Context: an optimization exercise on an open-source flow, tuned for small area, a short achievable clock period and few clock cycles per item. The choices shown serve that exercise and are no tape-out recipe.
Only simulation tests tie the RTL to the original design; equivalence was not proved.

## bitmap_table_with_find_first_unit
module bitmap_table_with_find_first_unit (
   input  logic        clock,
   input  logic        reset,
   input  logic        req_valid,
   output logic        req_ready,
   input  logic [2:0]  req_type,
   input  logic [9:0]  req_position,
   input  logic [7:0]  req_value,
   output logic        rsp_valid,
   input  logic        rsp_ready,
   output logic        rsp_bit_value,
   output logic        rsp_found,
   output logic [9:0]  rsp_found_position,
   output logic        rsp_all_equal,
   output logic        rsp_bad_position,
   input  logic        csr_psel,
   input  logic        csr_penable,
   input  logic        csr_pwrite,
   input  logic [2:0]  csr_paddr,
   input  logic [31:0] csr_pwdata,
   output logic [31:0] csr_prdata,
   output logic        csr_pready
);
Size in the first run: roughly 4,500 cells after synthesis, roughly 1,400 flip-flops, ~110 I/O pins, roughly 0.058 mm2 of cells after synthesis.
export LEC_CHECK = 0
export CAP_MARGIN = 30
export CELL_PAD_IN_SITES_DETAIL_PLACEMENT = 1
export CELL_PAD_IN_SITES_GLOBAL_PLACEMENT = 2
export CORE_MARGIN = 2
export CORE_UTILIZATION = 40
export CTS_CLUSTER_DIAMETER = 60
export CTS_CLUSTER_SIZE = 24
export PLACE_DENSITY = 0.55
export SETUP_SLACK_MARGIN = 3.5
export SLEW_MARGIN = 30
create_clock -name core_clock -period 7.0 [get_ports {clock}]
run.sh (not shown) runs the stock make flow with config.mk's settings and CLKGATE_MAP_FILE= SYNTH_SCRIPT=/design/flow/synth_recipe.tcl, a recipe that flattens the netlist after the stock synthesis.
The starting point finished clean.
Testbench counts at the start, summed over its fixed seeds: cycles 6,432, requests 6,400.
Next try:
--- a/flow/config.mk
+++ b/flow/config.mk
@@ -11,6 +11,4 @@
 export CORE_MARGIN = 2
-export CORE_UTILIZATION = 40
-export CTS_CLUSTER_DIAMETER = 60
-export CTS_CLUSTER_SIZE = 24
-export PLACE_DENSITY = 0.55
+export CORE_UTILIZATION = 35
+export PLACE_DENSITY = 0.45
 export SETUP_SLACK_MARGIN = 3.5
After rerunning:
- worst hold slack loses 7.2 ps
- routed wire length climbs by a little under a tenth
- area after synthesis does not change
- via count goes up slightly
- utilization decreases by 4.7 points
- final area rises by a few percent
- cell count rises by a few percent
- first-iteration DRC count is about the same
- non-clock buffer count is higher by 41
Next try:
--- a/flow/config.mk
+++ b/flow/config.mk
@@ -11,5 +11,7 @@
 export CORE_MARGIN = 2
-export CORE_UTILIZATION = 35
-export PLACE_DENSITY = 0.45
-export SETUP_SLACK_MARGIN = 3.5
+export CORE_UTILIZATION = 45
+export CTS_CLUSTER_DIAMETER = 60
+export CTS_CLUSTER_SIZE = 24
+export PLACE_DENSITY = 0.65
+export SETUP_SLACK_MARGIN = 3.75
 export SLEW_MARGIN = 30
What happened:
- setup slack gets better by 68 ps
- cell count is lower by 6.9%
- via count is higher by 1.4%
- cell area is lower by 1.3%
- worst hold slack gets better by 8.9 ps
- sequential share of layout area is higher by 0.61 points
- non-clock buffer count is higher by 20
- routed wire length is lower by 8.3%
Next try:
--- a/flow/config.mk
+++ b/flow/config.mk
@@ -12,6 +12,6 @@
 export CORE_UTILIZATION = 45
-export CTS_CLUSTER_DIAMETER = 60
-export CTS_CLUSTER_SIZE = 24
+export CTS_CLUSTER_DIAMETER = 80
+export CTS_CLUSTER_SIZE = 30
 export PLACE_DENSITY = 0.65
-export SETUP_SLACK_MARGIN = 3.75
+export SETUP_SLACK_MARGIN = 3.5
 export SLEW_MARGIN = 30
Effect: The changed run finished with timing, DRC and antenna clean; clock-buffer cell count decreases by 51; area after synthesis does not change; non-clock buffer count falls by 61; routed wire length fell slightly; core utilization fell by 2.2 points; first-iteration DRC count decreases slightly; critical path depth fell by 4; maximum frequency is lower by a few percent; worst setup slack degrades by 100 ps; sequential share of layout area rose by 2.4 points; final area fell by a few percent.
Next try:
--- a/flow/config.mk
+++ b/flow/config.mk
@@ -11,7 +11,7 @@
 export CORE_MARGIN = 2
-export CORE_UTILIZATION = 45
-export CTS_CLUSTER_DIAMETER = 80
-export CTS_CLUSTER_SIZE = 30
-export PLACE_DENSITY = 0.65
-export SETUP_SLACK_MARGIN = 3.5
+export CORE_UTILIZATION = 50
+export CTS_CLUSTER_DIAMETER = 60
+export CTS_CLUSTER_SIZE = 24
+export PLACE_DENSITY = 0.72
+export SETUP_SLACK_MARGIN = 3.75
 export SLEW_MARGIN = 30
Result: The changed run ran to the end with no violations. Final cell count falls by 0.44%. Global-route usage rose by 4.1 points. Count of clock-buffer cells in the layout rises by 49. Final area increases by 4.1%. Worst hold slack loses 11 ps. Non-clock buffer count is higher by 95. Sequential share of layout area fell by 2.3 points. Routed wire length fell by 1.1%. Via count grows by 4.1%.

## port drivers added, routing unchanged
Ports are ideal in the flow. The routed layouts listed here were re-timed in OpenROAD.
Step 1 (the two cells are an assumption about what drives the block):
set clk [get_ports {clock}]
set_driving_cell -lib_cell sky130_fd_sc_hd__clkbuf_16 $clk
set_driving_cell -lib_cell sky130_fd_sc_hd__buf_2 [delete_from_list [all_inputs] $clk]
Step 2, shift: input delay + t, output delay - t, t = (earliest + latest rising clock arrival at the registers) / 2. This alone moves slack from input paths to output paths.
a / b / c = ideal ports / drivers / drivers and shift; a / b = the first two.
run | t, ns | slack for setup (ns) | latest minus earliest clock arrival (ns)
the first run | 0.867 | 3.438 / 3.438 / 2.907 | 0.044 / 0.045
the second run | 0.909 | 3.415 / 3.415 / 2.841 | 0.033 / 0.033
the third run | 0.857 | 3.483 / 3.483 / 3.077 | 0.067 / 0.067
the fourth run | 0.829 | 3.381 / 3.381 / 3.051 | 0.048 / 0.048
the fifth run | 0.849 | 3.439 / 3.439 / 3.043 | 0.065 / 0.065
After both steps every run listed still meets setup and hold. The setup slack of the second run, which loses most, moves by 0.000 ns with the drivers and by -0.574 ns with both steps.
